This is an optimization exercise on Yosys and OpenROAD, whose aim is small area, not a production implementation. At most, simulation tests tie the RTL to the original design; equivalence was not proved. For run 3, only the layout was checked, not whether the RTL still works. Power and IR drop assume default switching activity.

==> design.v <==
`default_nettype none
module processor (
    input  logic        clock,
    input  logic        reset,
    output logic [31:0] imem_address,
    input  logic [31:0] imem_data,
    output logic [31:0] dmem_address,
    output logic [31:0] dmem_write_data,
    output logic        dmem_write_enable,
    input  logic [31:0] dmem_read_data,
    output logic        reg_write_enable,
    output logic [4:0]  reg_write_addr,
    output logic [31:0] reg_write_data,
    output logic [4:0]  reg_read_addr_a,
    output logic [4:0]  reg_read_addr_b,
    input  logic [31:0] reg_read_data_a,
    input  logic [31:0] reg_read_data_b
);
    logic [31:0] pc;
    logic        ex;         
    logic        nx;         
    logic        taken;      
    logic [15:0] cnt;        
    logic [3:0]  lfsr;
    logic [3:1]  creg;       
    logic [31:0] ins;
    logic [4:0]  op;
    logic [4:0]  rd, rs, rt, shamt;
    logic        is_r, is_j, is_bne, is_imm, is_sw, is_lw, is_fill;
    logic        f_sub, f_logic, f_or, f_shift, f_sra;
    assign ins     = imem_data;
    assign op      = ins[31:27];
    assign rd      = ins[26:22];
    assign rs      = ins[21:17];
    assign rt      = ins[16:12];
    assign shamt   = ins[11:7];
    assign is_r    = ~op[3] & ~op[2] & ~op[1] & ~op[0];
    assign is_j    = ~op[3] & ~op[2] & ~op[1] &  op[0];
    assign is_bne  = ~op[2] &  op[1];
    assign is_imm  =  op[2];                   
    assign is_sw   =  op[2] &  op[1];
    assign is_lw   =  op[3] & ~op[0];
    assign is_fill =  op[3] &  op[0];
    assign f_sub   = ~ins[4] & ~ins[3] &  ins[2];
    assign f_logic = ~ins[4] &  ins[3];
    assign f_or    =  ins[2];
    assign f_shift =  ins[4];
    assign f_sra   =  ins[2];
    logic sll;
    assign sll = is_r & f_shift & ~f_sra;
    assign reg_read_addr_a = (ex & ~sll) ? rs : 5'd0;
    always_comb begin
        reg_read_addr_b = 5'd0;
        if (ex) begin
            if (is_r)                 reg_read_addr_b = f_shift ? (f_sra ? 5'd0 : rs) : rt;
            else if (is_bne | is_sw)  reg_read_addr_b = rd;
        end
    end
    logic [31:0] x, y, s;
    logic [32:0] c;
    logic [3:0]  cout;
    logic        use_imm, use_tgt, inv, cin, pc_lo;
    logic [31:0] b_val, imm_val;
    logic        settled;
    assign use_imm = (ex & (op[2] | is_lw)) | (nx & taken & ~is_j);
    assign use_tgt = nx & taken & is_j;
    assign inv     = ex & ~op[3] & ~op[2] & (op[1] | ins[2]);    
    assign cin     = inv | (nx & ~(taken & is_j));
    assign pc_lo   = nx & ~(taken & is_j);
    assign imm_val = {{5{use_imm & ins[16]}},
                      use_tgt ? ins[26:17] : {10{use_imm & ins[16]}},
                      (use_imm | use_tgt) ? ins[16:0] : 17'd0};
    assign b_val   = op[2] ? 32'd0 : reg_read_data_b;    
    assign x = reg_read_data_a | (pc & {{5{nx}}, {27{pc_lo}}});
    assign y = ((b_val ^ {32{inv}}) | imm_val) | {16'd0, cnt};
    genvar k;
    generate
        for (k = 0; k < 32; k++) begin : g_add
            logic cin_k;
            if (k == 0)           assign cin_k = cin;
            else if (k % 8 == 0)  assign cin_k = creg[k / 8];
            else                  assign cin_k = c[k];
            assign c[k+1] = (x[k] & y[k]) | (x[k] & cin_k) | (y[k] & cin_k);
            assign s[k]   = x[k] ^ y[k] ^ cin_k;
        end
    endgenerate
    assign cout    = {c[32], c[24], c[16], c[8]};
    assign settled = (creg == cout[2:0]);
    logic [31:0] sh_in, sh_r;
    logic        sh_fill;
    function automatic logic [31:0] rev(input logic [31:0] v);
        for (int i = 0; i < 32; i++) rev[i] = v[31 - i];
    endfunction
    assign sh_fill = reg_read_data_a[31];                        
    assign sh_in   = reg_read_data_a | rev(reg_read_data_b);     
    logic [31:0] q1, q2;
    logic [3:0] d0, d1;
    logic [63:0] e0, e1, e2;
    assign d0 = 4'b1 << shamt[1:0];
    assign d1 = 4'b1 << shamt[3:2];
    assign e0 = {{32{sh_fill}}, sh_in};
    assign q1 = ({32{d0[0]}} & e0[31:0]) | ({32{d0[1]}} & e0[32:1]) | ({32{d0[2]}} & e0[33:2]) | ({32{d0[3]}} & e0[34:3]);
    assign e1 = {{32{sh_fill}}, q1};
    assign q2 = ({32{d1[0]}} & e1[31:0]) | ({32{d1[1]}} & e1[35:4]) | ({32{d1[2]}} & e1[39:8]) | ({32{d1[3]}} & e1[43:12]);
    assign e2 = {{32{sh_fill}}, q2};
    assign sh_r = shamt[4] ? e2[47:16] : e2[31:0];
    logic [31:0] lg;
    assign lg = (reg_read_data_a & reg_read_data_b) | ((reg_read_data_a | reg_read_data_b) & {32{f_or}});    
    logic sel_lw, sel_sra, sel_sll, sel_lg, sel_s;
    assign sel_lw  = op[3];
    assign sel_sra = ~op[3] & ~op[2] & f_shift & f_sra;
    assign sel_sll = ~op[3] & ~op[2] & f_shift & ~f_sra;
    assign sel_lg  = ~op[3] & ~op[2] & ~f_shift & f_logic;
    assign sel_s   = ~op[3] & (op[2] | ~(f_shift | f_logic));
    assign reg_write_data = (dmem_read_data & {32{sel_lw}}) | (sh_r & {32{sel_sra}})
                          | (rev(sh_r) & {32{sel_sll}}) | (lg & {32{sel_lg}}) | (s & {32{sel_s}});
    logic fill_done, fill_go, step;
    assign fill_done = (cnt == ins[15:0]);
    assign step      = ex & settled;
    assign fill_go   = ex & is_fill & ~fill_done;
    assign reg_write_enable  = step & (is_r | (is_imm & ~is_sw) | is_lw);
    assign reg_write_addr    = rd;
    assign dmem_address      = s;
    assign dmem_write_data   = {reg_read_data_b[31:4], reg_read_data_b[3:0] | (op[3] ? lfsr : 4'd0)};
    assign dmem_write_enable = step & (is_sw | (is_fill & ~fill_done));
    assign imem_address      = pc;
    logic ex_next;
    assign ex_next = ex ? (fill_go | (~settled & ~is_fill)) : settled;
    always_ff @(posedge clock or posedge reset) begin
        if (reset) begin
            ex   <= 1'b0;
            nx   <= 1'b0;
            lfsr <= 4'b0001;
        end else begin
            ex   <= ex_next;
            nx   <= (ex | nx) & ~ex_next;
            if (step & fill_go) lfsr <= {lfsr[2:0], lfsr[3] ^ lfsr[2]};
        end
    end
    logic [16:0] cnt_c;
    assign cnt_c[0] = settled;
    generate
        for (k = 0; k < 16; k++) begin : g_cnt
            assign cnt_c[k+1] = cnt_c[k] & cnt[k];
            always_ff @(posedge clock) cnt[k] <= fill_go & (cnt[k] ^ cnt_c[k]);
        end
    endgenerate
    always_ff @(posedge clock) begin
        creg <= (~ex & settled) ? 3'd0 : cout[2:0];
        if (~ex & settled) pc <= s;
        if (ex) taken <= is_j | (is_bne & (|s));
    end
endmodule
`default_nettype wire
==> flow/run.sh <==
#!/bin/bash
# Standard layout (standard synthesis included) with two changes after synthesis:
# port buffers use the smallest buffer cell, and CTS uses small clock buffers and adds
# no dummy loads. make's output goes to make_finish.log, each step's to orfs/logs/.
set -euo pipefail
export BUFFER_PORTS_ARGS="-buffer_cell sky130_fd_sc_hd__buf_1"
export CTS_ARGS="-sink_clustering_enable -repair_clock_nets -dont_use_dummy_load -buf_list {sky130_fd_sc_hd__clkbuf_2 sky130_fd_sc_hd__clkbuf_4 sky130_fd_sc_hd__clkbuf_8} -root_buf sky130_fd_sc_hd__clkbuf_8"
bash standard.sh finish > make_finish.log 2>&1
==> standard.sh <==
#!/bin/bash
# synth_recipe.tcl (not shown) runs the flow's synth.tcl, then flattens the netlist and writes it again
# the make line also repeats each setting of config.mk as NAME=value (left out here)
make -C /OpenROAD-flow-scripts/flow DESIGN_CONFIG=/design/flow/config.mk WORK_HOME=/design/flow/orfs CLKGATE_MAP_FILE= SYNTH_SCRIPT=/design/flow/synth_recipe.tcl "${@:-finish}"
==> config.mk <==
export PLATFORM = sky130hd
export DESIGN_NAME = processor
export DESIGN_NICKNAME = processor
export VERILOG_FILES = /design/flow/design.v
export SDC_FILE = /design/flow/constraint.sdc
export NUM_CORES = 4
export LEC_CHECK = 0
export CAP_MARGIN = 20
export CORE_MARGIN = 2
export CORE_UTILIZATION = 40
export SLEW_MARGIN = 20
==> constraint.sdc <==
create_clock -name core_clock -period 10.0 [get_ports {clock}]
set_input_delay 2.0000 -clock core_clock [delete_from_list [all_inputs] [get_ports {clock}]]
set_output_delay 2.0000 -clock core_clock [all_outputs]
set_load 0.01 [all_outputs]
==> results of run 1 <==
[worst max-delay path, delay by kind of cell]
family                     cells  cell delay [ns]
buffers and inverters          2             0.27
and+or+nand+nor                3             0.64
AOI/OAI and AO/OA              2             0.18
adders and majority gates     23             6.43
xor gates and xnor gates       2             0.32
[sequential cells by signal, indices dropped and copies added, names as in the netlist]
signal  cells
cnt        16
creg        3
ex          1
lfsr        4
nx          1
pc         32
taken       1
[layer usage]
metal,wire [um],track usage,part of all wire
met1,14000,0.468,0.40
met3,3870,0.0653,0.11
met5,0,0,0
met4,1240,0.114,0.035
met2,16300,0.524,0.46
[final timing paths]
kind | from | depth (start not counted) | slack [ns] | endpoint
worst max-delay path | imem_data[29] | 32 | 0.37 | cnt[15]
worst min-delay path | lfsr[0] | 2 | 0.52 | lfsr[0]
worst max register to register | ex | 32 | 1.37 | cnt[15]
worst min register to register | lfsr[0] | 2 | 0.52 | lfsr[0]
max in group asynchronous | reset | 2 | 8.19 | lfsr[0]
min in group asynchronous | reset | 2 | 1.54 | lfsr[1]
[cells by family after synthesis]
family | synth area share
DFF | 0.196
and+or+nand+nor | 0.180
xor gates and xnor gates | 0.0248
AOI/OAI and AO/OA | 0.295
muxes | 0.110
adders and majority gates | 0.104
buffers and inverters | 0.0902
[cells in the mapped netlist, types with 22 or more instances]
| cell type | number | share of area |
|---|---|---|
| sky130_fd_sc_hd__buf_4 | 36 | 0.035 |
| sky130_fd_sc_hd__o21ai_0 | 34 | 0.022 |
| sky130_fd_sc_hd__nor3_1 | 28 | 0.018 |
| sky130_fd_sc_hd__a21oi_1 | 100 | 0.064 |
| sky130_fd_sc_hd__nor2_1 | 107 | 0.052 |
| sky130_fd_sc_hd__fa_1 | 31 | 0.080 |
| sky130_fd_sc_hd__a221oi_1 | 42 | 0.047 |
| sky130_fd_sc_hd__mux4_2 | 23 | 0.067 |
| sky130_fd_sc_hd__edfxtp_1 | 33 | 0.13 |
| sky130_fd_sc_hd__and2_1 | 22 | 0.018 |
| sky130_fd_sc_hd__inv_1 | 39 | 0.019 |
| sky130_fd_sc_hd__nand2_1 | 36 | 0.017 |
| sky130_fd_sc_hd__clkbuf_1 | 52 | 0.025 |
[stage by stage]
step / util / area [um2]
6_report: 0.487 / 9200
5_1_grt: 0.487 / 9200
4_1_cts: 0.480 / 9070
3_5_place_dp: 0.474 / 8950
3_3_place_gp: 0.474 / 8950
2_1_floorplan: - / 7770
[power by group]
group / internal, mW / switching [mW] / total (mW) / leakage, nW
clock network: 0.0800 / 0.0924 / 0.172 / 0.0647
registers: 0.377 / 0.0622 / 0.439 / 0.533
logic: 0.450 / 0.817 / 1.27 / 2.76
total: 0.907 / 0.971 / 1.88 / 3.36
[timing repair]
item,CTS,global route
gates resized for setup,0,17
buffers inserted,0,4
setup endpoints to repair,0,7
hold buffers,0,0
[layout make-up]
cell class              count  area [um2]  area share
multi-input cells         727        5640       0.613
inverters                  42         158      0.0171
repair buffers            325        1430       0.155
well taps                 260         325      0.0354
flip-flops and latches     58        1520       0.166
clock buffers               9         124      0.0135
diodes                      1        2.50    0.000272
==> flow_results.xml, run 1 <==
<?xml version="1.0" encoding="UTF-8"?>
<metrics>
  <group name="sta">
    <metric name="finalHoldWorstSlack" unit="ns">0.524</metric>
    <metric name="portion_of_the_clock_cycle_consumed_by_the_worst_path_in_the_final_layout" unit="">0.963</metric>
    <metric name="slew-limit-headroom" unit="">0.373</metric>
    <metric name="max_clock_freq" unit="GHz">0.104</metric>
    <metric name="timing.final.ws_setup" unit="ns">0.368</metric>
    <metric name="period_minus_slack" unit="ns">9.63</metric>
    <metric name="report.final.hold_viol_count" unit="">0</metric>
    <metric name="clock-skew-final" unit="ns">0.0111</metric>
    <metric name="slew_violations" unit="">0</metric>
    <metric name="finalSetupTns" unit="ns">0</metric>
    <metric name="worst_pin_slew" unit="ns">0.934</metric>
    <metric name="report.final.setup_viol" unit="">0</metric>
  </group>
  <group name="drt">
    <metric name="viasPerCell" unit="">6.40</metric>
    <metric name="drt-initial-drc-count" unit="">1177</metric>
    <metric name="remaining_routing_drc_violations" unit="">0</metric>
    <metric name="drt-wirelength-per-cell" unit="um">24.9</metric>
    <metric name="antenna_violating_nets_remaining" unit="">0</metric>
    <metric name="dr.pass1.iters" unit="">6</metric>
    <metric name="drt-total-wl" unit="um">35400</metric>
    <metric name="vias" unit="">9100</metric>
  </group>
  <group name="clock_network">
    <metric name="clk_pin_slew" unit="ns">0.06</metric>
    <metric name="clockRootBuffer" unit="">sky130_fd_sc_hd__clkbuf_8</metric>
    <metric name="h_tree_depth" unit="">3</metric>
    <metric name="cts_sinks" unit="">58</metric>
    <metric name="clock_tree.buffer_depth" unit="">2</metric>
    <metric name="insertion_delay" unit="ns">0.36</metric>
    <metric name="cts_made_buffers" unit="">9</metric>
    <metric name="cts_tree" unit="">done</metric>
  </group>
  <group name="cells_and_area">
    <metric name="final_nets" unit="">1339</metric>
    <metric name="area.growth.synth_to_final" unit="%">18.4</metric>
    <metric name="final_common_cell" unit="">sky130_fd_sc_hd__buf_1</metric>
    <metric name="final-instance-count-excl-fill" unit="">1422</metric>
    <metric name="layout.cells.most_common_list" unit="">sky130_fd_sc_hd__buf_1, sky130_fd_sc_hd__nor2_1, sky130_fd_sc_hd__a21oi_1, sky130_fd_sc_hd__buf_4, sky130_fd_sc_hd__a221oi_1</metric>
    <metric name="proportion_of_layout_cells_with_a_drive_suffix_above_1" unit="">0.118</metric>
    <metric name="num-fill-cells" unit="">1981</metric>
  </group>
  <group name="yosys">
    <metric name="synth.net_count" unit="">1107</metric>
    <metric name="post_synth_inst_count" unit="">931</metric>
    <metric name="synth_top_flop_cell" unit="">sky130_fd_sc_hd__edfxtp_1</metric>
    <metric name="yosys_register_bits" unit="">58</metric>
    <metric name="ys_types" unit="">76</metric>
    <metric name="share_of_the_yosys_chip_area_belonging_to_registers" unit="">0.196</metric>
    <metric name="postSynth.asyncResetShare" unit="">0.103</metric>
    <metric name="synth_area" unit="um2">7770</metric>
    <metric name="synth_enable_flop_cells" unit="">33</metric>
    <metric name="syn_avg_cell_area" unit="um2">8.34</metric>
    <metric name="yosys_warnings" unit="">1</metric>
  </group>
  <group name="placed_design">
    <metric name="dp_cells" unit="">1407</metric>
    <metric name="port_buffers" unit="">273</metric>
    <metric name="place_worst_setup_slack" unit="ns">-0.209</metric>
    <metric name="final_weighted_congestion_in_routability_driven_placement" unit="">0.983</metric>
    <metric name="final_hpwl_from_detailed_placement" unit="um">28700</metric>
  </group>
  <group name="floorplan">
    <metric name="die_width" unit="um">143</metric>
    <metric name="floorplan.die_area" unit="um2">20600</metric>
    <metric name="core" unit="um2">18900</metric>
    <metric name="die-height" unit="um">143</metric>
    <metric name="floorplan.rows" unit="">50</metric>
    <metric name="initial_utilization" unit="">0.411</metric>
    <metric name="boundaryPins" unit="">275</metric>
  </group>
  <group name="power">
    <metric name="power.density_cell_area" unit="nW/um2">204</metric>
    <metric name="peak_vdd_ir" unit="mV">0.179</metric>
    <metric name="static_leakage" unit="nW">3.36</metric>
    <metric name="finalPower" unit="mW">1.88</metric>
  </group>
  <group name="worst_hold_path">
    <metric name="hold_class" unit="">flop to flop</metric>
  </group>
  <group name="setup_path">
    <metric name="worst-setup-path-type" unit="">primary input to flop</metric>
    <metric name="cpMaxStageDelayCell" unit="">sky130_fd_sc_hd__fa_1</metric>
    <metric name="worst_path_most_repeated_cell" unit="">sky130_fd_sc_hd__ha_1</metric>
    <metric name="critPathLaunchType" unit="">primary input</metric>
    <metric name="cp_data_arrival_time" unit="ns">9.86</metric>
    <metric name="worstPathRequired" unit="ns">10.23</metric>
    <metric name="crit_fanout" unit="">7</metric>
    <metric name="worstSetupEndpointType" unit="">flop</metric>
    <metric name="slowest_delay" unit="ns">0.48</metric>
  </group>
  <group name="job">
    <metric name="timing.max_cap.violations" unit="">0</metric>
  </group>
  <group name="global_route">
    <metric name="grt_overflow" unit="">0</metric>
    <metric name="first_global_vias" unit="">8249</metric>
    <metric name="grt.total_usage" unit="">0.336</metric>
    <metric name="antenna_found_initial" unit="">0</metric>
    <metric name="grt_max_degree" unit="">66</metric>
    <metric name="wire_length_of_the_first_global_routing_pass" unit="um">50800</metric>
  </group>
  <group name="status">
    <metric name="status" unit="">finished clean</metric>
  </group>
</metrics>
==> run 2: changes to the inputs <==
==> flow/run.sh (replaced) <==
#!/bin/bash
# Standard layout (standard synthesis included) with two changes after synthesis:
# port buffers use the smallest buffer cell, and CTS uses small clock buffers and adds
# no dummy loads. make's output goes to make_finish.log, each step's to orfs/logs/.
set -euo pipefail
export BUFFER_PORTS_ARGS="-buffer_cell sky130_fd_sc_hd__buf_1"
export CTS_ARGS="-sink_clustering_enable -repair_clock_nets -dont_use_dummy_load -buf_list {sky130_fd_sc_hd__clkbuf_2 sky130_fd_sc_hd__clkbuf_4} -root_buf sky130_fd_sc_hd__clkbuf_4"
bash standard.sh finish > make_finish.log 2>&1
--- a/config.mk
+++ b/config.mk
@@ -5,7 +5,7 @@
 export SDC_FILE = /design/flow/constraint.sdc
 export NUM_CORES = 4
 export LEC_CHECK = 0
-export CAP_MARGIN = 20
+export CAP_MARGIN = 0
 export CORE_MARGIN = 2
-export CORE_UTILIZATION = 40
-export SLEW_MARGIN = 20
+export CORE_UTILIZATION = 50
+export SLEW_MARGIN = 0
==> flow_results.xml, run 2 <==
<?xml version="1.0" encoding="UTF-8"?>
<metrics>
  <group name="yosys">
    <metric name="post_synth_main_area_contributors" unit="">sky130_fd_sc_hd__edfxtp_1, sky130_fd_sc_hd__fa_1, sky130_fd_sc_hd__mux4_2, sky130_fd_sc_hd__a21oi_1, sky130_fd_sc_hd__nor2_1</metric>
    <metric name="yosysTopAreaCell" unit="">sky130_fd_sc_hd__edfxtp_1</metric>
    <metric name="ys_types" unit="">76</metric>
    <metric name="synth_area" unit="um2">7770</metric>
    <metric name="synth.net_count" unit="">1107</metric>
    <metric name="postSynth.asyncResetShare" unit="">0.103</metric>
    <metric name="synth.most_common_cell" unit="">sky130_fd_sc_hd__nor2_1</metric>
    <metric name="synth_enable_flop_cells" unit="">33</metric>
    <metric name="netlist.area_leader.share" unit="">0.128</metric>
    <metric name="yosys_warnings" unit="">1</metric>
    <metric name="post_synth_inst_count" unit="">931</metric>
    <metric name="synth_top_flop_cell" unit="">sky130_fd_sc_hd__edfxtp_1</metric>
    <metric name="synth_top_cells_by_count" unit="">sky130_fd_sc_hd__nor2_1, sky130_fd_sc_hd__a21oi_1, sky130_fd_sc_hd__clkbuf_1, sky130_fd_sc_hd__a221oi_1, sky130_fd_sc_hd__inv_1</metric>
    <metric name="share_of_the_yosys_chip_area_belonging_to_registers" unit="">0.196</metric>
    <metric name="yosys_register_bits" unit="">58</metric>
    <metric name="syn_avg_cell_area" unit="um2">8.34</metric>
  </group>
  <group name="setup_path">
    <metric name="worstPathRequired" unit="ns">10.30</metric>
    <metric name="crit_fanout" unit="">13</metric>
    <metric name="worst_path_most_repeated_cell" unit="">sky130_fd_sc_hd__ha_1</metric>
    <metric name="worst-setup-path-type" unit="">primary input to flop</metric>
    <metric name="critPathLaunchType" unit="">primary input</metric>
    <metric name="worstSetupEndpointType" unit="">flop</metric>
    <metric name="slowest_delay" unit="ns">0.48</metric>
    <metric name="cpMaxStageDelayCell" unit="">sky130_fd_sc_hd__fa_1</metric>
    <metric name="cp_data_arrival_time" unit="ns">9.93</metric>
  </group>
  <group name="drt">
    <metric name="drt-wirelength-per-cell" unit="um">25.7</metric>
    <metric name="drt-total-wl" unit="um">34500</metric>
    <metric name="drt-initial-drc-count" unit="">1350</metric>
    <metric name="antenna_violating_nets_remaining" unit="">0</metric>
    <metric name="viasPerCell" unit="">6.86</metric>
    <metric name="remaining_routing_drc_violations" unit="">0</metric>
    <metric name="dr.pass1.iters" unit="">6</metric>
    <metric name="vias" unit="">9186</metric>
  </group>
  <group name="clock_network">
    <metric name="clockRootBuffer" unit="">sky130_fd_sc_hd__clkbuf_4</metric>
    <metric name="cts_made_buffers" unit="">9</metric>
    <metric name="cts_sinks" unit="">58</metric>
    <metric name="post_cts_hold_buffer_count" unit="">0</metric>
    <metric name="number_of_gates_resized_after_cts" unit="">0</metric>
    <metric name="cts_tree" unit="">done</metric>
    <metric name="clock_tree.buffer_depth" unit="">2</metric>
    <metric name="clk_pin_slew" unit="ns">0.11</metric>
    <metric name="insertion_delay" unit="ns">0.45</metric>
    <metric name="post_cts.repair.setup_buffers" unit="">0</metric>
    <metric name="h_tree_depth" unit="">3</metric>
  </group>
  <group name="cells_and_area">
    <metric name="flip_flop_count_of_the_largest_register_after_layout" unit="">32</metric>
    <metric name="final_util" unit="">0.586</metric>
    <metric name="final_cell_area" unit="um2">8900</metric>
    <metric name="sequential_area" unit="um2">1520</metric>
    <metric name="num-fill-cells" unit="">1463</metric>
    <metric name="layout.cells.most_common_list" unit="">sky130_fd_sc_hd__buf_1, sky130_fd_sc_hd__nor2_1, sky130_fd_sc_hd__a21oi_1, sky130_fd_sc_hd__a221oi_1, sky130_fd_sc_hd__buf_4</metric>
    <metric name="area.growth.synth_to_final" unit="%">14.6</metric>
    <metric name="final_nets" unit="">1328</metric>
    <metric name="area_occupied_by_multi_input_gates" unit="um2">5580</metric>
    <metric name="largest-register" unit="">pc</metric>
    <metric name="proportion_of_layout_cells_with_a_drive_suffix_above_1" unit="">0.105</metric>
    <metric name="final_common_cell" unit="">sky130_fd_sc_hd__buf_1</metric>
    <metric name="final-instance-count-excl-fill" unit="">1340</metric>
    <metric name="top_regs" unit="">pc: 32 flops, cnt: 16 flops, lfsr: 4 flops</metric>
  </group>
  <group name="floorplan">
    <metric name="boundaryPins" unit="">275</metric>
    <metric name="die-height" unit="um">129</metric>
    <metric name="floorplan.die_area" unit="um2">16600</metric>
    <metric name="initial_utilization" unit="">0.511</metric>
    <metric name="floorplan.rows" unit="">45</metric>
    <metric name="core" unit="um2">15200</metric>
    <metric name="die_width" unit="um">129</metric>
  </group>
  <group name="global_route">
    <metric name="grt.total_usage" unit="">0.407</metric>
    <metric name="wire_length_of_the_first_global_routing_pass" unit="um">49800</metric>
    <metric name="antenna_found_initial" unit="">1</metric>
    <metric name="grt_overflow" unit="">0</metric>
    <metric name="grt_max_degree" unit="">66</metric>
    <metric name="first_global_vias" unit="">8067</metric>
  </group>
  <group name="sta">
    <metric name="report.final.hold_viol_count" unit="">0</metric>
    <metric name="portion_of_the_clock_cycle_consumed_by_the_worst_path_in_the_final_layout" unit="">0.962</metric>
    <metric name="period_minus_slack" unit="ns">9.62</metric>
    <metric name="max_clock_freq" unit="GHz">0.104</metric>
    <metric name="worst_pin_slew" unit="ns">1.00</metric>
    <metric name="finalHoldWorstSlack" unit="ns">0.531</metric>
    <metric name="report.final.setup_viol" unit="">0</metric>
    <metric name="clock-skew-final" unit="ns">0.0262</metric>
    <metric name="timing.final.ws_setup" unit="ns">0.375</metric>
    <metric name="slew_violations" unit="">0</metric>
    <metric name="rsz0062_at_grt" unit="">no</metric>
    <metric name="slew-limit-headroom" unit="">0.322</metric>
    <metric name="finalSetupTns" unit="ns">0</metric>
  </group>
  <group name="placed_design">
    <metric name="port_buffers" unit="">273</metric>
    <metric name="place_worst_setup_slack" unit="ns">-0.148</metric>
    <metric name="detailed_place.area" unit="um2">8820</metric>
    <metric name="final_hpwl_from_detailed_placement" unit="um">27700</metric>
    <metric name="final_weighted_congestion_in_routability_driven_placement" unit="">1.08</metric>
    <metric name="dp_cells" unit="">1329</metric>
  </group>
  <group name="power">
    <metric name="peak_vdd_ir" unit="mV">0.214</metric>
    <metric name="finalPower" unit="mW">1.82</metric>
    <metric name="static_leakage" unit="nW">3.26</metric>
    <metric name="power.density_cell_area" unit="nW/um2">204</metric>
  </group>
  <group name="worst_hold_path">
    <metric name="hold_class" unit="">flop to flop</metric>
  </group>
  <group name="job">
    <metric name="timing.max_cap.violations" unit="">0</metric>
  </group>
  <group name="status">
    <metric name="status" unit="">finished clean</metric>
  </group>
</metrics>
run 2: where the power goes:
part	switching, mW	internal, mW
clock network	0.0849	0.0416
registers	0.0643	0.376
logic	0.813	0.435
run 2: critical path: cells and delay by family:
kind,cells,cell delay (ns)
fa+ha+maj,23,6.52
buf+inv,3,0.37
simple gates,4,0.36
compound gates,1,0.33
xor+xnor,2,0.33
run 2: final cells by class:
type | instances | area share
timing repair buffer | 314 | 0.150
inverter | 42 | 0.0177
clock buffer | 9 | 0.00759
tap | 188 | 0.0264
sequential | 58 | 0.171
multi-input combinational | 727 | 0.627
antenna | 2 | 0.000562
run 2: final timing paths:
path                       endpoint     startpoint  slack [ns]  cells after the start
min                         lfsr[0]        lfsr[0]        0.53                      2
max                         cnt[15]  imem_data[28]        0.38                     33
min reg2reg                 lfsr[0]        lfsr[0]        0.53                      2
min in group asynchronous   lfsr[1]          reset        1.42                      2
max in group asynchronous   lfsr[0]          reset        8.33                      2
max reg2reg                 cnt[15]             ex        1.24                     32
run 2: logic make-up (layout without fill, tap and decap cells):
kind of cell	after synthesis	after routing	share of synthesized area
mux	46	46	0.110
flops	58	58	0.196
simple gates	282	282	0.180
buf+inv	146	365	0.0902
fa+ha+maj	46	46	0.104
compound gates	331	331	0.295
other cells	0	2	0
xor+xnor	22	22	0.0248
run 2: layer usage:
layer | wire [um] | global-route usage | up-vias | part of all wire
met1 | 13400 | 0.569 | 4384 | 0.39
met5 | 0 | 0 | - | 0
li1 | - | - | 3981 | -
met3 | 4260 | 0.0836 | 99 | 0.12
met2 | 15400 | 0.628 | 722 | 0.45
met4 | 1330 | 0.145 | 0 | 0.039
==> run 3: changes to the inputs <==
--- a/design.v
+++ b/design.v
@@ -146,7 +146,7 @@
         end
     endgenerate
     always_ff @(posedge clock) begin
-        creg <= (~ex & settled) ? 3'd0 : cout[2:0];
+        creg <= cout[2:0] & {3{~(nx & settled)}};
         if (~ex & settled) pc <= s;
         if (ex) taken <= is_j | (is_bne & (|s));
     end
==> flow_results.xml, run 3 <==
<?xml version="1.0" encoding="UTF-8"?>
<metrics>
  <group name="global_route">
    <metric name="grt_max_degree" unit="">64</metric>
    <metric name="grt.total_usage" unit="">0.443</metric>
    <metric name="first_global_vias" unit="">8544</metric>
    <metric name="wire_length_of_the_first_global_routing_pass" unit="um">53500</metric>
    <metric name="antenna_found_initial" unit="">1</metric>
    <metric name="grt_overflow" unit="">0</metric>
  </group>
  <group name="cells_and_area">
    <metric name="final-instance-count-excl-fill" unit="">1345</metric>
    <metric name="final_common_cell" unit="">sky130_fd_sc_hd__buf_1</metric>
    <metric name="final_nets" unit="">1334</metric>
    <metric name="top_regs" unit="">pc: 32 flops, cnt: 16 flops, lfsr: 4 flops</metric>
    <metric name="largest-register" unit="">pc</metric>
    <metric name="layout.cells.most_common_list" unit="">sky130_fd_sc_hd__buf_1, sky130_fd_sc_hd__nor2_1, sky130_fd_sc_hd__a21oi_1, sky130_fd_sc_hd__buf_4, sky130_fd_sc_hd__o21ai_0</metric>
    <metric name="proportion_of_layout_cells_with_a_drive_suffix_above_1" unit="">0.104</metric>
    <metric name="flip_flop_count_of_the_largest_register_after_layout" unit="">32</metric>
    <metric name="num-fill-cells" unit="">1449</metric>
    <metric name="area.growth.synth_to_final" unit="%">16.0</metric>
  </group>
  <group name="drt">
    <metric name="drt-wirelength-per-cell" unit="um">27.6</metric>
    <metric name="dr.pass1.iters" unit="">6</metric>
    <metric name="viasPerCell" unit="">7.00</metric>
    <metric name="drt-initial-drc-count" unit="">1461</metric>
    <metric name="remaining_routing_drc_violations" unit="">0</metric>
    <metric name="dr_wl_met3" unit="um">5310</metric>
    <metric name="routedLengthMet1" unit="um">13400</metric>
    <metric name="drt-total-wl" unit="um">37100</metric>
    <metric name="vias" unit="">9419</metric>
    <metric name="met2RoutedLength" unit="um">16500</metric>
    <metric name="antenna_violating_nets_remaining" unit="">0</metric>
    <metric name="top_layer_used" unit="">met4</metric>
  </group>
  <group name="yosys">
    <metric name="postSynth.asyncResetShare" unit="">0.103</metric>
    <metric name="yosys_warnings" unit="">1</metric>
    <metric name="synth.net_count" unit="">1099</metric>
    <metric name="synth_enable_flop_cells" unit="">33</metric>
    <metric name="synth.most_common_cell" unit="">sky130_fd_sc_hd__nor2_1</metric>
    <metric name="yosys_register_bits" unit="">58</metric>
    <metric name="netlist.area_leader.share" unit="">0.129</metric>
    <metric name="synth_area" unit="um2">7690</metric>
    <metric name="post_synth_inst_count" unit="">923</metric>
    <metric name="yosysTopAreaCell" unit="">sky130_fd_sc_hd__edfxtp_1</metric>
    <metric name="syn_avg_cell_area" unit="um2">8.33</metric>
    <metric name="post_synth_main_area_contributors" unit="">sky130_fd_sc_hd__edfxtp_1, sky130_fd_sc_hd__fa_1, sky130_fd_sc_hd__dfxtp_1, sky130_fd_sc_hd__a21oi_1, sky130_fd_sc_hd__nor2_1</metric>
    <metric name="share_of_the_yosys_chip_area_belonging_to_registers" unit="">0.198</metric>
    <metric name="synth_top_flop_cell" unit="">sky130_fd_sc_hd__edfxtp_1</metric>
    <metric name="synth_top_cells_by_count" unit="">sky130_fd_sc_hd__nor2_1, sky130_fd_sc_hd__a21oi_1, sky130_fd_sc_hd__o21ai_0, sky130_fd_sc_hd__nand2_1, sky130_fd_sc_hd__clkbuf_1</metric>
    <metric name="ys_types" unit="">75</metric>
  </group>
  <group name="clock_network">
    <metric name="cts_made_buffers" unit="">9</metric>
    <metric name="number_of_gates_resized_after_cts" unit="">0</metric>
    <metric name="clockRootBuffer" unit="">sky130_fd_sc_hd__clkbuf_4</metric>
    <metric name="insertion_delay" unit="ns">0.43</metric>
    <metric name="post_cts.repair.setup_buffers" unit="">0</metric>
    <metric name="h_tree_depth" unit="">3</metric>
    <metric name="clock_tree.buffer_depth" unit="">2</metric>
    <metric name="clk_pin_slew" unit="ns">0.07</metric>
    <metric name="post_cts_hold_buffer_count" unit="">0</metric>
    <metric name="cts_sinks" unit="">58</metric>
    <metric name="cts_tree" unit="">done</metric>
  </group>
  <group name="floorplan">
    <metric name="die_width" unit="um">128</metric>
    <metric name="initial_utilization" unit="">0.509</metric>
    <metric name="core" unit="um2">15100</metric>
    <metric name="boundaryPins" unit="">275</metric>
    <metric name="floorplan.rows" unit="">45</metric>
    <metric name="floorplan.die_area" unit="um2">16400</metric>
    <metric name="die-height" unit="um">128</metric>
  </group>
  <group name="setup_path">
    <metric name="critical_path_buf_inv_count" unit="">3</metric>
    <metric name="reg2regPathDepth" unit="">31</metric>
    <metric name="timing.critical_path.cells" unit="">buf_1, or2_1, or2_2, o21ai_0, a211oi_1, fa_1, fa_1, fa_1, fa_1, fa_1, fa_1, fa_1, fa_1, inv_1, a222oi_1, o221ai_1, buf_1</metric>
    <metric name="critPathLaunchType" unit="">primary input</metric>
    <metric name="crit-reg2reg-capture" unit="">cnt[15]</metric>
    <metric name="worstPathRequired" unit="ns">8.00</metric>
    <metric name="cpMaxStageDelayCell" unit="">sky130_fd_sc_hd__fa_1</metric>
    <metric name="path_delay_family" unit="">adder cells</metric>
    <metric name="worst_path_most_repeated_cell" unit="">sky130_fd_sc_hd__fa_1</metric>
    <metric name="worst-setup-path-type" unit="">primary input to output port</metric>
    <metric name="crit_fanout" unit="">4</metric>
    <metric name="critical_path.reg2reg.startpoint" unit="">ex</metric>
    <metric name="cp_data_arrival_time" unit="ns">7.72</metric>
    <metric name="r2r_slack" unit="ns">1.19</metric>
    <metric name="worstSetupEndpointType" unit="">output port</metric>
    <metric name="slowest_delay" unit="ns">0.60</metric>
  </group>
  <group name="sta">
    <metric name="report.final.setup_viol" unit="">0</metric>
    <metric name="finalHoldWorstSlack" unit="ns">0.540</metric>
    <metric name="max_clock_freq" unit="GHz">0.103</metric>
    <metric name="rsz0062_at_grt" unit="">no</metric>
    <metric name="slew-limit-headroom" unit="">0.327</metric>
    <metric name="worst_pin_slew" unit="ns">1.01</metric>
    <metric name="slew_violations" unit="">0</metric>
    <metric name="report.final.hold_viol_count" unit="">0</metric>
    <metric name="period_minus_slack" unit="ns">9.72</metric>
    <metric name="clock-skew-final" unit="ns">0.0317</metric>
    <metric name="portion_of_the_clock_cycle_consumed_by_the_worst_path_in_the_final_layout" unit="">0.972</metric>
  </group>
  <group name="power">
    <metric name="internal_power" unit="uW">870</metric>
    <metric name="finalPower" unit="mW">1.87</metric>
    <metric name="power.share.sequential" unit="">0.227</metric>
    <metric name="share_of_total_power_consumed_by_net_switching" unit="">0.534</metric>
    <metric name="peak_vdd_ir" unit="mV">0.136</metric>
    <metric name="p_comb_frac" unit="">0.705</metric>
    <metric name="static_leakage" unit="nW">3.17</metric>
    <metric name="net-switching-power" unit="uW">997</metric>
    <metric name="power_frac_clock" unit="">0.067</metric>
    <metric name="power.density_cell_area" unit="nW/um2">209</metric>
  </group>
  <group name="status">
    <metric name="status" unit="">finished clean</metric>
  </group>
  <group name="worst_hold_path">
    <metric name="hold_class" unit="">flop to flop</metric>
    <metric name="hold_path.startpoint" unit="">lfsr[1]</metric>
    <metric name="timing.hold.worst_path_depth" unit="">1</metric>
    <metric name="hold_path_end" unit="">lfsr[2]</metric>
  </group>
  <group name="job">
    <metric name="timing.max_cap.violations" unit="">0</metric>
  </group>
  <group name="placed_design">
    <metric name="final_hpwl_from_detailed_placement" unit="um">29400</metric>
    <metric name="final_weighted_congestion_in_routability_driven_placement" unit="">1.04</metric>
    <metric name="port_buffers" unit="">273</metric>
    <metric name="dp_cells" unit="">1335</metric>
  </group>
</metrics>
==> run 3: cell types whose count changed in the layout (fill, tap and decap cells not counted), sizes merged, moves of 16 or more <==
cell | before | now
o21bai | 17 | 0
a211oi | 6 | 33
a21oi | 100 | 70
maj3 | 0 | 20
o21ai | 37 | 59
nor4 | 3 | 20
mux4 | 28 | 12
a221oi | 42 | 9
nor2 | 107 | 76
==> run 3: per-stage QoR <==
stage | setup TNS, ns | utilization | instance area (um2) | setup slack [ns]
after floorplan | 0 | - | 7730 | 0.0118
after global placement | -0.111 | 0.586 | 8850 | -0.0661
after detailed placement | -0.189 | 0.586 | 8850 | -0.109
after CTS | 0 | 0.591 | 8920 | 0.307
after global routing | 0 | 0.591 | 8920 | 0.00851
final | 0 | 0.591 | 8920 | 0.276
==> run 3: cell type report <==
cell class	count	area, um2	area share
antenna	1	2.50	0.000281
clock buffer	9	67.6	0.00758
inverter	41	154	0.0173
multi-input combinational	719	5460	0.612
sequential	58	1520	0.171
tap	188	235	0.0264
timing repair buffer	329	1480	0.165
==> run 3: power groups by stage <==
stage	combinational, mW	sequential (mW)	clock (mW)
floorplan	0.729	0.429	0
detailed placement	1.27	0.428	0
global route	1.39	0.430	0.134
global placement	1.27	0.428	0
finish	1.32	0.424	0.126
CTS	1.28	0.423	0.127
==> run 3: routing by layer <==
layer / track usage / up-vias
li1: - / 4029
met1: 0.586 / 4425
met2: 0.679 / 812
met3: 0.121 / 153
met4: 0.200 / 0
met5: 0 / -
==> run 3: worst max-delay path by stage <==
stage / startpoint / endpoint / depth (start not counted)
2_1_floorplan: imem_data[30] / cnt[14] / 33
3_3_place_gp: imem_data[29] / cnt[15] / 32
3_5_place_dp: imem_data[29] / cnt[15] / 32
4_1_cts: imem_data[29] / reg_write_data[7] / 17
5_1_grt: imem_data[29] / cnt[15] / 32
6_report: imem_data[29] / reg_write_data[7] / 17
==> run 3: kinds of logic after synthesis <==
group                      after synthesis  share of synthesized area
buffers and inverters                  146                     0.0978
DFF                                     58                      0.198
xor gates and xnor gates                23                     0.0262
and+or+nand+nor                        275                      0.201
adders and majority gates               66                      0.131
muxes                                   26                     0.0560
AOI/OAI and AO/OA                      329                      0.290
==> run 4: changes to the inputs <==
--- a/design.v
+++ b/design.v
@@ -17,9 +17,13 @@
     input  logic [31:0] reg_read_data_b
 );
     logic [31:0] pc;
+    logic [1:0]  st;
     logic        ex;         
     logic        nx;         
     logic        taken;      
+    assign ex    = ~st[1] & st[0];
+    assign nx    = st[1];
+    assign taken = st[0];
     logic [15:0] cnt;        
     logic [3:0]  lfsr;
     logic [3:1]  creg;       
@@ -128,12 +132,11 @@
     assign ex_next = ex ? (fill_go | (~settled & ~is_fill)) : settled;
     always_ff @(posedge clock or posedge reset) begin
         if (reset) begin
-            ex   <= 1'b0;
-            nx   <= 1'b0;
+            st   <= 2'b00;
             lfsr <= 4'b0001;
         end else begin
-            ex   <= ex_next;
-            nx   <= (ex | nx) & ~ex_next;
+            if (ex)       st <= ex_next ? 2'b01 : {1'b1, is_j | (is_bne & (|s))};
+            else if (settled) st <= 2'b01;
             if (step & fill_go) lfsr <= {lfsr[2:0], lfsr[3] ^ lfsr[2]};
         end
     end
@@ -148,7 +151,6 @@
     always_ff @(posedge clock) begin
         creg <= cout[2:0] & {3{~(nx & settled)}};
         if (~ex & settled) pc <= s;
-        if (ex) taken <= is_j | (is_bne & (|s));
     end
 endmodule
 `default_nettype wire
==> flow/run.sh (replaced) <==
#!/bin/bash
# Standard layout (standard synthesis included) with two changes after synthesis:
# port buffers use the smallest buffer cell, and CTS uses small clock buffers and adds
# no dummy loads. make's output goes to make_finish.log, each step's to orfs/logs/.
set -euo pipefail
export BUFFER_PORTS_ARGS="-buffer_cell sky130_fd_sc_hd__buf_1"
export CTS_ARGS="-sink_clustering_enable -repair_clock_nets -dont_use_dummy_load -buf_list {sky130_fd_sc_hd__clkbuf_2 sky130_fd_sc_hd__clkbuf_4 sky130_fd_sc_hd__clkbuf_8} -root_buf sky130_fd_sc_hd__clkbuf_8"
bash standard.sh finish > make_finish.log 2>&1
--- a/config.mk
+++ b/config.mk
@@ -7,5 +7,5 @@
 export LEC_CHECK = 0
 export CAP_MARGIN = 0
 export CORE_MARGIN = 2
-export CORE_UTILIZATION = 50
+export CORE_UTILIZATION = 60
 export SLEW_MARGIN = 0
==> flow_results.xml, run 4 <==
<?xml version="1.0" encoding="UTF-8"?>
<metrics>
  <group name="status">
    <metric name="status" unit="">finished clean</metric>
  </group>
  <group name="yosys">
    <metric name="synth_top_cells_by_count" unit="">sky130_fd_sc_hd__nor2_1, sky130_fd_sc_hd__nand2_1, sky130_fd_sc_hd__a21oi_1, sky130_fd_sc_hd__clkbuf_1</metric>
    <metric name="netlist.area_leader.share" unit="">0.129</metric>
    <metric name="post_synth_main_area_contributors" unit="">sky130_fd_sc_hd__edfxtp_1, sky130_fd_sc_hd__mux4_2, sky130_fd_sc_hd__fa_1, sky130_fd_sc_hd__dfxtp_1, sky130_fd_sc_hd__buf_4</metric>
    <metric name="share_of_the_yosys_chip_area_belonging_to_registers" unit="">0.201</metric>
    <metric name="synth.net_count" unit="">1016</metric>
    <metric name="synth_enable_flop_cells" unit="">32</metric>
    <metric name="yosys_register_bits" unit="">57</metric>
    <metric name="synth_area" unit="um2">7420</metric>
    <metric name="synth.most_common_cell" unit="">sky130_fd_sc_hd__nor2_1</metric>
    <metric name="postSynth.asyncResetShare" unit="">0.105</metric>
    <metric name="syn_avg_cell_area" unit="um2">8.84</metric>
    <metric name="yosys_warnings" unit="">1</metric>
    <metric name="post_synth_inst_count" unit="">840</metric>
    <metric name="ys_types" unit="">67</metric>
    <metric name="synth_top_flop_cell" unit="">sky130_fd_sc_hd__edfxtp_1</metric>
    <metric name="yosysTopAreaCell" unit="">sky130_fd_sc_hd__edfxtp_1</metric>
  </group>
  <group name="setup_path">
    <metric name="reg2regPathDepth" unit="">35</metric>
    <metric name="critPathLaunchType" unit="">primary input</metric>
    <metric name="critical_path.reg2reg.startpoint" unit="">st[1]</metric>
    <metric name="cp_data_arrival_time" unit="ns">10.00</metric>
    <metric name="crit-reg2reg-capture" unit="">cnt[15]</metric>
    <metric name="worst_path_most_repeated_cell" unit="">sky130_fd_sc_hd__ha_1</metric>
    <metric name="crit_fanout" unit="">4</metric>
    <metric name="slowest_delay" unit="ns">0.52</metric>
    <metric name="crit_path_start" unit="">imem_data[29]</metric>
    <metric name="worstPathRequired" unit="ns">10.27</metric>
    <metric name="cpMaxStageDelayCell" unit="">sky130_fd_sc_hd__nor4_2</metric>
    <metric name="worstSetupEndpointType" unit="">flop</metric>
    <metric name="r2r_slack" unit="ns">1.11</metric>
    <metric name="worst-setup-path-type" unit="">primary input to flop</metric>
    <metric name="critical_path.endpoint" unit="">cnt[15]</metric>
  </group>
  <group name="power">
    <metric name="internal_power" unit="uW">901</metric>
    <metric name="power_frac_clock" unit="">0.090</metric>
    <metric name="static_leakage" unit="nW">3.20</metric>
    <metric name="share_of_total_power_consumed_by_net_switching" unit="">0.536</metric>
    <metric name="power.density_cell_area" unit="nW/um2">224</metric>
    <metric name="power.share.sequential" unit="">0.201</metric>
    <metric name="p_comb_frac" unit="">0.709</metric>
    <metric name="peak_vdd_ir" unit="mV">0.203</metric>
    <metric name="net-switching-power" unit="mW">1.04</metric>
  </group>
  <group name="cells_and_area">
    <metric name="proportion_of_layout_cells_with_a_drive_suffix_above_1" unit="">0.119</metric>
    <metric name="area.growth.synth_to_final" unit="%">16.8</metric>
    <metric name="top_regs" unit="">pc: 32 flops, cnt: 16 flops, lfsr: 4 flops</metric>
    <metric name="final_nets" unit="">1248</metric>
    <metric name="final_cell_area" unit="um2">8670</metric>
    <metric name="final-instance-count-excl-fill" unit="">1238</metric>
    <metric name="flip_flop_count_of_the_largest_register_after_layout" unit="">32</metric>
    <metric name="layout.cells.most_common_list" unit="">sky130_fd_sc_hd__buf_1, sky130_fd_sc_hd__nor2_1, sky130_fd_sc_hd__nand2_1, sky130_fd_sc_hd__a21oi_1, sky130_fd_sc_hd__buf_4</metric>
    <metric name="final_common_cell" unit="">sky130_fd_sc_hd__buf_1</metric>
    <metric name="largest-register" unit="">pc</metric>
    <metric name="final_util" unit="">0.719</metric>
    <metric name="antennaDiodeCount" unit="">0</metric>
  </group>
  <group name="placed_design">
    <metric name="dp_cells" unit="">1226</metric>
    <metric name="place_worst_setup_slack" unit="ns">-0.316</metric>
    <metric name="final_weighted_congestion_in_routability_driven_placement" unit="">1.06</metric>
    <metric name="final_hpwl_from_detailed_placement" unit="um">25000</metric>
    <metric name="detailed_place.area" unit="um2">8470</metric>
    <metric name="port_buffers" unit="">273</metric>
  </group>
  <group name="clock_network">
    <metric name="cts_sinks" unit="">57</metric>
    <metric name="clk_pin_slew" unit="ns">0.08</metric>
    <metric name="h_tree_depth" unit="">3</metric>
    <metric name="clock_tree.buffer_depth" unit="">2</metric>
    <metric name="cts_made_buffers" unit="">9</metric>
    <metric name="post_cts_hold_buffer_count" unit="">0</metric>
    <metric name="cts_tree" unit="">done</metric>
    <metric name="clockRootBuffer" unit="">sky130_fd_sc_hd__clkbuf_8</metric>
    <metric name="insertion_delay" unit="ns">0.36</metric>
  </group>
  <group name="floorplan">
    <metric name="floorplan.die_area" unit="um2">13300</metric>
    <metric name="die-height" unit="um">115</metric>
    <metric name="boundaryPins" unit="">275</metric>
    <metric name="die_width" unit="um">115</metric>
    <metric name="floorplan.rows" unit="">40</metric>
    <metric name="initial_utilization" unit="">0.615</metric>
    <metric name="core" unit="um2">12100</metric>
  </group>
  <group name="drt">
    <metric name="drt-wirelength-per-cell" unit="um">25.7</metric>
    <metric name="drt-total-wl" unit="um">31800</metric>
    <metric name="vias" unit="">8851</metric>
    <metric name="antenna_violating_nets_remaining" unit="">0</metric>
    <metric name="drt-initial-drc-count" unit="">1795</metric>
    <metric name="viasPerCell" unit="">7.15</metric>
    <metric name="dr.pass1.iters" unit="">9</metric>
    <metric name="remaining_routing_drc_violations" unit="">0</metric>
  </group>
  <group name="sta">
    <metric name="timing.final.ws_setup" unit="ns">0.278</metric>
    <metric name="slew-limit-headroom" unit="">0.175</metric>
    <metric name="clock-skew-final" unit="ns">0.0253</metric>
    <metric name="portion_of_the_clock_cycle_consumed_by_the_worst_path_in_the_final_layout" unit="">0.972</metric>
    <metric name="report.final.setup_viol" unit="">0</metric>
    <metric name="worst_pin_slew" unit="ns">1.24</metric>
    <metric name="max_clock_freq" unit="GHz">0.103</metric>
    <metric name="period_minus_slack" unit="ns">9.72</metric>
    <metric name="slew_violations" unit="">0</metric>
    <metric name="report.final.hold_viol_count" unit="">0</metric>
  </group>
  <group name="worst_hold_path">
    <metric name="hold_class" unit="">flop to flop</metric>
  </group>
  <group name="global_route">
    <metric name="wire_length_of_the_first_global_routing_pass" unit="um">46900</metric>
    <metric name="antenna_found_initial" unit="">0</metric>
    <metric name="grt_overflow" unit="">0</metric>
    <metric name="grt_max_degree" unit="">46</metric>
    <metric name="grt.total_usage" unit="">0.473</metric>
    <metric name="first_global_vias" unit="">8061</metric>
  </group>
  <group name="job">
    <metric name="timing.max_cap.violations" unit="">0</metric>
  </group>
</metrics>
[run 4: cell count changes in the layout (fill, tap and decap cells not counted), moves of 10 or more]
| cell | delta |
|---|---|
| sky130_fd_sc_hd__a211oi_1 | -10 |
| sky130_fd_sc_hd__o21ai_0 | -13 |
| sky130_fd_sc_hd__nor3_1 | -13 |
| sky130_fd_sc_hd__o211ai_1 | -13 |
| sky130_fd_sc_hd__a222oi_1 | +11 |
| sky130_fd_sc_hd__nand2_1 | +14 |
| sky130_fd_sc_hd__a31oi_1 | -11 |
| sky130_fd_sc_hd__o22ai_1 | -12 |
| sky130_fd_sc_hd__a21oi_1 | -17 |
| sky130_fd_sc_hd__buf_4 | -10 |
| sky130_fd_sc_hd__nor4b_1 | -14 |
| sky130_fd_sc_hd__mux4_2 | +20 |
[run 4: worst min path at each step]
| stage | startpoint | to | cells after the start |
|---|---|---|---|
| finish | lfsr[1] | lfsr[2] | 1 |
| global route | lfsr[1] | lfsr[2] | 1 |
| CTS | lfsr[1] | lfsr[2] | 1 |
| detailed placement | lfsr[1] | lfsr[2] | 1 |
| global placement | lfsr[1] | lfsr[2] | 1 |
| floorplan | lfsr[1] | lfsr[1] | 1 |
[run 4: repair_timing]
| item | in CTS | in global routing |
|---|---|---|
| resized for setup | 0 | 12 |
| buffers inserted | 0 | 3 |
| endpoints found under the setup margin | 0 | 5 |
[run 4: power groups by stage]
stage	Sequential (mW)	Combinational, mW	Clock [mW]
6_report	0.392	1.38	0.174
2_1_floorplan	0.405	0.750	0
3_3_place_gp	0.391	1.28	0
3_5_place_dp	0.392	1.30	0
4_1_cts	0.387	1.30	0.172
5_1_grt	0.395	1.45	0.182
[run 4: layout make-up]
class | count | area (um2)
clock buffers | 9 | 124
fillers | 950 | 3390
multi-input cells | 646 | 5320
inverters | 40 | 153
well taps | 168 | 210
flip-flops and latches | 57 | 1490
repair buffers | 318 | 1370
[run 4: per-stage QoR]
stage | total power, mW | hold slack, ns | setup TNS (ns)
finish | 1.94 | 0.550 | 0
CTS | 1.86 | 0.553 | 0
floorplan | 1.16 | 0.498 | 0
detailed placement | 1.69 | 0.550 | -0.646
global placement | 1.67 | 0.524 | -0.395
global route | 2.02 | 0.570 | -0.0312
[run 4: metal layers]
| layer | up-vias | part of all wire | track usage |
|---|---|---|---|
| li1 | 3661 | - | - |
| met1 | 4021 | 0.34 | 0.609 |
| met2 | 967 | 0.44 | 0.735 |
| met3 | 202 | 0.17 | 0.167 |
| met4 | 0 | 0.063 | 0.187 |
| met5 | - | 0 | 0 |
[run 4: logic make-up after synthesis]
family	after synthesis	synth area share
compound gates	260	0.250
xor+xnor	23	0.0271
fa+ha+maj	72	0.144
buf+inv	137	0.0952
flops	57	0.201
mux	47	0.118
simple gates	244	0.164
[run 4: critical path, delay by kind of cell]
| kind | cells | cell delay, ns |
|---|---|---|
| buffers and inverters | 4 | 0.47 |
| XOR/XNOR | 2 | 0.29 |
| AO/OA/AOI/OAI | 1 | 0.29 |
| AND/OR/NAND/NOR | 4 | 0.91 |
| adder cells (fa/ha/maj) | 23 | 6.06 |
==> run 5: changes to the inputs <==
--- a/config.mk
+++ b/config.mk
@@ -7,5 +7,5 @@
 export LEC_CHECK = 0
 export CAP_MARGIN = 0
 export CORE_MARGIN = 2
-export CORE_UTILIZATION = 60
+export CORE_UTILIZATION = 50
 export SLEW_MARGIN = 0
==> flow_results.xml, run 5 <==
<?xml version="1.0" encoding="UTF-8"?>
<metrics>
  <group name="drt">
    <metric name="drt-initial-drc-count" unit="">1122</metric>
    <metric name="remaining_routing_drc_violations" unit="">0</metric>
    <metric name="met2RoutedLength" unit="um">15200</metric>
    <metric name="viasPerCell" unit="">6.81</metric>
    <metric name="drt-total-wl" unit="um">32900</metric>
    <metric name="top_layer_used" unit="">met4</metric>
    <metric name="drt-wirelength-per-cell" unit="um">26.1</metric>
    <metric name="routedLengthMet1" unit="um">12300</metric>
    <metric name="dr_wl_met3" unit="um">4010</metric>
    <metric name="dr.pass1.iters" unit="">7</metric>
    <metric name="vias" unit="">8564</metric>
    <metric name="antenna_violating_nets_remaining" unit="">0</metric>
  </group>
  <group name="global_route">
    <metric name="grt_max_degree" unit="">46</metric>
    <metric name="first_global_vias" unit="">7824</metric>
    <metric name="antenna_found_initial" unit="">0</metric>
    <metric name="grt_overflow" unit="">0</metric>
    <metric name="grt.total_usage" unit="">0.403</metric>
    <metric name="wire_length_of_the_first_global_routing_pass" unit="um">48200</metric>
  </group>
  <group name="sta">
    <metric name="worst_pin_slew" unit="ns">1.13</metric>
    <metric name="clock-skew-final" unit="ns">0.0339</metric>
    <metric name="slew_violations" unit="">0</metric>
    <metric name="report.final.hold_viol_count" unit="">0</metric>
    <metric name="rsz0062_at_grt" unit="">no</metric>
    <metric name="timing.final.ws_setup" unit="ns">0.196</metric>
    <metric name="finalHoldWorstSlack" unit="ns">0.575</metric>
    <metric name="finalSetupTns" unit="ns">0</metric>
    <metric name="slew-limit-headroom" unit="">0.242</metric>
    <metric name="portion_of_the_clock_cycle_consumed_by_the_worst_path_in_the_final_layout" unit="">0.980</metric>
    <metric name="max_clock_freq" unit="GHz">0.102</metric>
    <metric name="report.final.setup_viol" unit="">0</metric>
    <metric name="period_minus_slack" unit="ns">9.80</metric>
  </group>
  <group name="status">
    <metric name="status" unit="">finished clean</metric>
  </group>
  <group name="clock_network">
    <metric name="insertion_delay" unit="ns">0.37</metric>
    <metric name="cts_sinks" unit="">57</metric>
    <metric name="clockRootBuffer" unit="">sky130_fd_sc_hd__clkbuf_8</metric>
    <metric name="clk_pin_slew" unit="ns">0.09</metric>
    <metric name="cts_tree" unit="">done</metric>
    <metric name="cts_made_buffers" unit="">9</metric>
    <metric name="clock_tree.buffer_depth" unit="">2</metric>
    <metric name="h_tree_depth" unit="">3</metric>
  </group>
  <group name="setup_path">
    <metric name="worstSetupEndpointType" unit="">flop</metric>
    <metric name="worst_path_most_repeated_cell" unit="">sky130_fd_sc_hd__ha_1</metric>
    <metric name="crit-reg2reg-capture" unit="">cnt[15]</metric>
    <metric name="critical_path.reg2reg.startpoint" unit="">st[0]</metric>
    <metric name="reg2regPathDepth" unit="">32</metric>
    <metric name="slowest_delay" unit="ns">0.58</metric>
    <metric name="critical_path_buf_inv_count" unit="">2</metric>
    <metric name="r2r_slack" unit="ns">1.08</metric>
    <metric name="cpMaxStageDelayCell" unit="">sky130_fd_sc_hd__or4_4</metric>
    <metric name="worst-setup-path-type" unit="">primary input to flop</metric>
    <metric name="path_delay_family" unit="">adder cells</metric>
    <metric name="worstPathRequired" unit="ns">10.26</metric>
    <metric name="crit_fanout" unit="">6</metric>
    <metric name="cp_data_arrival_time" unit="ns">10.06</metric>
    <metric name="critPathLaunchType" unit="">primary input</metric>
  </group>
  <group name="worst_hold_path">
    <metric name="timing.hold.worst_path_depth" unit="">1</metric>
    <metric name="hold_path.startpoint" unit="">lfsr[1]</metric>
    <metric name="hold_class" unit="">flop to flop</metric>
    <metric name="hold_path_end" unit="">lfsr[1]</metric>
  </group>
  <group name="yosys">
    <metric name="post_synth_inst_count" unit="">840</metric>
    <metric name="yosys_warnings" unit="">1</metric>
    <metric name="postSynth.asyncResetShare" unit="">0.105</metric>
    <metric name="yosys_register_bits" unit="">57</metric>
    <metric name="synth_enable_flop_cells" unit="">32</metric>
    <metric name="synth_area" unit="um2">7420</metric>
    <metric name="share_of_the_yosys_chip_area_belonging_to_registers" unit="">0.201</metric>
    <metric name="yosysTopAreaCell" unit="">sky130_fd_sc_hd__edfxtp_1</metric>
    <metric name="netlist.area_leader.share" unit="">0.129</metric>
    <metric name="synth_top_flop_cell" unit="">sky130_fd_sc_hd__edfxtp_1</metric>
    <metric name="synth.net_count" unit="">1016</metric>
    <metric name="post_synth_main_area_contributors" unit="">sky130_fd_sc_hd__edfxtp_1, sky130_fd_sc_hd__mux4_2, sky130_fd_sc_hd__fa_1, sky130_fd_sc_hd__dfxtp_1, sky130_fd_sc_hd__buf_4</metric>
    <metric name="synth.most_common_cell" unit="">sky130_fd_sc_hd__nor2_1</metric>
    <metric name="syn_avg_cell_area" unit="um2">8.84</metric>
    <metric name="ys_types" unit="">67</metric>
    <metric name="synth_top_cells_by_count" unit="">sky130_fd_sc_hd__nor2_1, sky130_fd_sc_hd__nand2_1, sky130_fd_sc_hd__a21oi_1, sky130_fd_sc_hd__clkbuf_1</metric>
  </group>
  <group name="cells_and_area">
    <metric name="num-fill-cells" unit="">1413</metric>
    <metric name="area.growth.synth_to_final" unit="%">18.3</metric>
    <metric name="proportion_of_layout_cells_with_a_drive_suffix_above_1" unit="">0.134</metric>
    <metric name="sequential_area" unit="um2">1490</metric>
    <metric name="final_common_cell" unit="">sky130_fd_sc_hd__buf_1</metric>
    <metric name="top_regs" unit="">pc: 32 flops, cnt: 16 flops, lfsr: 4 flops</metric>
    <metric name="layout.cells.most_common_list" unit="">sky130_fd_sc_hd__buf_1, sky130_fd_sc_hd__nor2_1, sky130_fd_sc_hd__nand2_1, sky130_fd_sc_hd__a21oi_1, sky130_fd_sc_hd__buf_4</metric>
    <metric name="final_nets" unit="">1252</metric>
    <metric name="largest-register" unit="">pc</metric>
    <metric name="final_util" unit="">0.604</metric>
    <metric name="flip_flop_count_of_the_largest_register_after_layout" unit="">32</metric>
    <metric name="area_occupied_by_multi_input_gates" unit="um2">5370</metric>
    <metric name="final-instance-count-excl-fill" unit="">1258</metric>
    <metric name="antennaDiodeCount" unit="">0</metric>
    <metric name="final_cell_area" unit="um2">8780</metric>
  </group>
  <group name="power">
    <metric name="power.share.sequential" unit="">0.199</metric>
    <metric name="finalPower" unit="mW">1.96</metric>
    <metric name="power.density_cell_area" unit="nW/um2">223</metric>
    <metric name="power_frac_clock" unit="">0.086</metric>
    <metric name="peak_vdd_ir" unit="mV">0.167</metric>
    <metric name="internal_power" unit="uW">923</metric>
    <metric name="net-switching-power" unit="mW">1.04</metric>
    <metric name="p_comb_frac" unit="">0.715</metric>
    <metric name="static_leakage" unit="nW">3.23</metric>
    <metric name="share_of_total_power_consumed_by_net_switching" unit="">0.530</metric>
  </group>
  <group name="floorplan">
    <metric name="die_width" unit="um">126</metric>
    <metric name="die-height" unit="um">126</metric>
    <metric name="initial_utilization" unit="">0.511</metric>
    <metric name="boundaryPins" unit="">275</metric>
    <metric name="core" unit="um2">14500</metric>
    <metric name="floorplan.rows" unit="">44</metric>
    <metric name="floorplan.die_area" unit="um2">15800</metric>
  </group>
  <group name="placed_design">
    <metric name="final_weighted_congestion_in_routability_driven_placement" unit="">1.02</metric>
    <metric name="dp_cells" unit="">1247</metric>
    <metric name="port_buffers" unit="">273</metric>
    <metric name="detailed_place.area" unit="um2">8540</metric>
    <metric name="final_hpwl_from_detailed_placement" unit="um">26200</metric>
    <metric name="place_worst_setup_slack" unit="ns">-0.531</metric>
  </group>
  <group name="job">
    <metric name="timing.max_cap.violations" unit="">0</metric>
  </group>
</metrics>
run 5: metal layers:
layer,GRT usage,up-vias
li1,-,3669
met1,0.527,4142
met2,0.640,649
met3,0.110,104
met4,0.158,0
met5,0,-
run 5: timing repair:
item	CTS	global route
pin swaps	0	6
gates resized for setup	5	21
setup buffers	0	2
hold buffers	0	0
setup endpoints to repair	1	3
run 5: area by class of cell:
| type | instances | area share |
|---|---|---|
| repair buffers | 322 | 0.161 |
| multi-input cells | 646 | 0.611 |
| flip-flops and latches | 57 | 0.170 |
| inverters | 40 | 0.0174 |
| clock buffers | 9 | 0.0141 |
| well taps | 184 | 0.0262 |
run 5: worst max path at each step:
stage | from | to | slack, ns | depth (start not counted)
detailed placement | imem_data[29] | cnt[15] | -0.53 | 32
finish | imem_data[29] | cnt[15] | 0.20 | 32
floorplan | imem_data[29] | cnt[15] | 0.002 | 32
global placement | imem_data[29] | cnt[15] | -0.38 | 32
global route | imem_data[30] | cnt[15] | 0.002 | 36
CTS | imem_data[29] | cnt[15] | 0.003 | 32
run 5: cell families after synthesis:
logic type | after synthesis | synth area share
buf+inv | 137 | 0.0952
fa+ha+maj | 72 | 0.144
compound gates | 260 | 0.250
xor+xnor | 23 | 0.0271
simple gates | 244 | 0.164
flops | 57 | 0.201
mux | 47 | 0.118
run 5: power groups by stage:
| stage | clock [mW] | sequential (mW) | combinational [mW] |
|---|---|---|---|
| 2_1_floorplan | 0 | 0.405 | 0.750 |
| 3_3_place_gp | 0 | 0.392 | 1.32 |
| 3_5_place_dp | 0 | 0.392 | 1.32 |
| 4_1_cts | 0.173 | 0.388 | 1.33 |
| 5_1_grt | 0.179 | 0.395 | 1.49 |
| 6_report | 0.170 | 0.390 | 1.40 |
run 5: worst reg2reg max path, delay by kind of cell (launching register included):
kind / cells / cell delay (ns)
adders and majority gates: 23 / 6.35
and+or+nand+nor: 4 / 1.25
DFF: 1 / 0.46
xor gates and xnor gates: 2 / 0.33
AOI/OAI and AO/OA: 2 / 0.28
buffers and inverters: 1 / 0.16
==> run 6: changes to the inputs <==
--- a/config.mk
+++ b/config.mk
@@ -7,5 +7,5 @@
 export LEC_CHECK = 0
 export CAP_MARGIN = 0
 export CORE_MARGIN = 2
-export CORE_UTILIZATION = 50
+export CORE_UTILIZATION = 55
 export SLEW_MARGIN = 0
==> flow_results.xml, run 6 <==
<?xml version="1.0" encoding="UTF-8"?>
<metrics>
  <group name="yosys">
    <metric name="yosys_warnings" unit="">1</metric>
    <metric name="synth_enable_flop_cells" unit="">32</metric>
    <metric name="ys_types" unit="">67</metric>
    <metric name="syn_avg_cell_area" unit="um2">8.84</metric>
    <metric name="yosysTopAreaCell" unit="">sky130_fd_sc_hd__edfxtp_1</metric>
    <metric name="synth_area" unit="um2">7420</metric>
    <metric name="yosys_register_bits" unit="">57</metric>
  </group>
  <group name="floorplan">
    <metric name="die-height" unit="um">120</metric>
    <metric name="boundaryPins" unit="">275</metric>
    <metric name="floorplan.die_area" unit="um2">14400</metric>
    <metric name="initial_utilization" unit="">0.563</metric>
    <metric name="floorplan.rows" unit="">42</metric>
  </group>
  <group name="worst_hold_path">
    <metric name="hold_class" unit="">flop to flop</metric>
    <metric name="hold_path.startpoint" unit="">lfsr[1]</metric>
  </group>
  <group name="status">
    <metric name="status" unit="">finished clean</metric>
  </group>
  <group name="cells_and_area">
    <metric name="area.growth.synth_to_final" unit="%">17.0</metric>
    <metric name="antennaDiodeCount" unit="">0</metric>
    <metric name="final-instance-count-excl-fill" unit="">1247</metric>
  </group>
  <group name="global_route">
    <metric name="antenna_found_initial" unit="">0</metric>
    <metric name="grt_overflow" unit="">0</metric>
    <metric name="grt.total_usage" unit="">0.436</metric>
    <metric name="first_global_vias" unit="">7790</metric>
    <metric name="grt_max_degree" unit="">41</metric>
  </group>
  <group name="clock_network">
    <metric name="h_tree_depth" unit="">3</metric>
    <metric name="clock_tree.buffer_depth" unit="">2</metric>
    <metric name="clockRootBuffer" unit="">sky130_fd_sc_hd__clkbuf_8</metric>
    <metric name="cts_tree" unit="">done</metric>
    <metric name="cts_sinks" unit="">57</metric>
  </group>
  <group name="placed_design">
    <metric name="dp_cells" unit="">1237</metric>
    <metric name="final_weighted_congestion_in_routability_driven_placement" unit="">1.03</metric>
  </group>
  <group name="setup_path">
    <metric name="worst_path_most_repeated_cell" unit="">sky130_fd_sc_hd__ha_1</metric>
    <metric name="slowest_delay" unit="ns">0.50</metric>
    <metric name="crit-reg2reg-capture" unit="">cnt[15]</metric>
    <metric name="reg2regPathDepth" unit="">31</metric>
    <metric name="worst-setup-path-type" unit="">primary input to flop</metric>
    <metric name="crit_fanout" unit="">5</metric>
    <metric name="critical_path.endpoint" unit="">cnt[15]</metric>
    <metric name="cp_data_arrival_time" unit="ns">9.99</metric>
    <metric name="critical_path.reg2reg.startpoint" unit="">st[0]</metric>
  </group>
  <group name="power">
    <metric name="static_leakage" unit="nW">3.20</metric>
    <metric name="peak_vdd_ir" unit="mV">0.190</metric>
  </group>
  <group name="drt">
    <metric name="viasPerCell" unit="">6.99</metric>
    <metric name="drt-wirelength-per-cell" unit="um">25.8</metric>
    <metric name="vias" unit="">8721</metric>
    <metric name="remaining_routing_drc_violations" unit="">0</metric>
    <metric name="drt-total-wl" unit="um">32200</metric>
  </group>
  <group name="sta">
    <metric name="worst_pin_slew" unit="ns">1.21</metric>
    <metric name="period_minus_slack" unit="ns">9.71</metric>
    <metric name="clock-skew-final" unit="ns">0.0294</metric>
  </group>
</metrics>
[run 6: cell counts after synthesis]
Identical to the previous run, type by type.
[run 6: layer usage]
metal  wire length (um)  vias up  global-route usage  part of all wire
met5                  0        -                   0                 0
met1              11500     4132               0.569              0.36
met2              14600      773               0.686              0.46
met3               4260      155               0.110              0.13
met4               1730        0               0.194             0.054
li1                   -     3661                   -                 -
[run 6: area by class of cell]
class | count | area (um2)
repair buffers | 319 | 1370
flip-flops and latches | 57 | 1490
clock buffers | 9 | 124
fillers | 1218 | 4500
well taps | 176 | 220
inverters | 40 | 153
multi-input cells | 646 | 5320
[run 6: where the power goes]
group          internal, mW  switching (mW)
Combinational         0.469           0.911
Sequential            0.354          0.0372
Clock                0.0799          0.0901
[run 6: what timing repair did]
item                                    4_1_cts  5_1_grt
setup buffers                                 0        1
resized for setup                             0       12
endpoints found under the setup margin        0        4
[run 6: cell families after synthesis]
logic type	count (synthesis)	synth area share
compound gates	260	0.250
simple gates	244	0.164
buf+inv	137	0.0952
fa+ha+maj	72	0.144
flops	57	0.201
mux	47	0.118
xor+xnor	23	0.0271
[run 6: metrics by stage]
step,setup TNS [ns],utilization,area (um2),setup WS (ns),power (mW)
floorplan,0,-,7460,0.00202,1.16
global placement,-0.366,0.645,8510,-0.210,1.70
detailed placement,-0.804,0.645,8510,-0.369,1.71
CTS,0,0.654,8630,0.00219,1.88
global route,-0.0684,0.659,8690,-0.0684,2.03
finish,0,0.659,8690,0.285,1.94
[run 6: worst min path at each step]
| stage | cells after the start | slack [ns] | end |
|---|---|---|---|
| after floorplan | 1 | 0.50 | lfsr[1] |
| after global placement | 1 | 0.53 | lfsr[1] |
| after detailed placement | 1 | 0.53 | lfsr[1] |
| after CTS | 1 | 0.53 | lfsr[2] |
| after global routing | 1 | 0.56 | lfsr[2] |
| final | 1 | 0.54 | lfsr[2] |

Re-timed with assumed drivers on the ports (clkbuf_16 on the clock, buf_2 on other inputs), run 6 has 0.297 ns of setup slack against 0.285 ns with ideal ports, and -0.088 ns once port delays also move by the mid clock arrival of 0.387 ns.
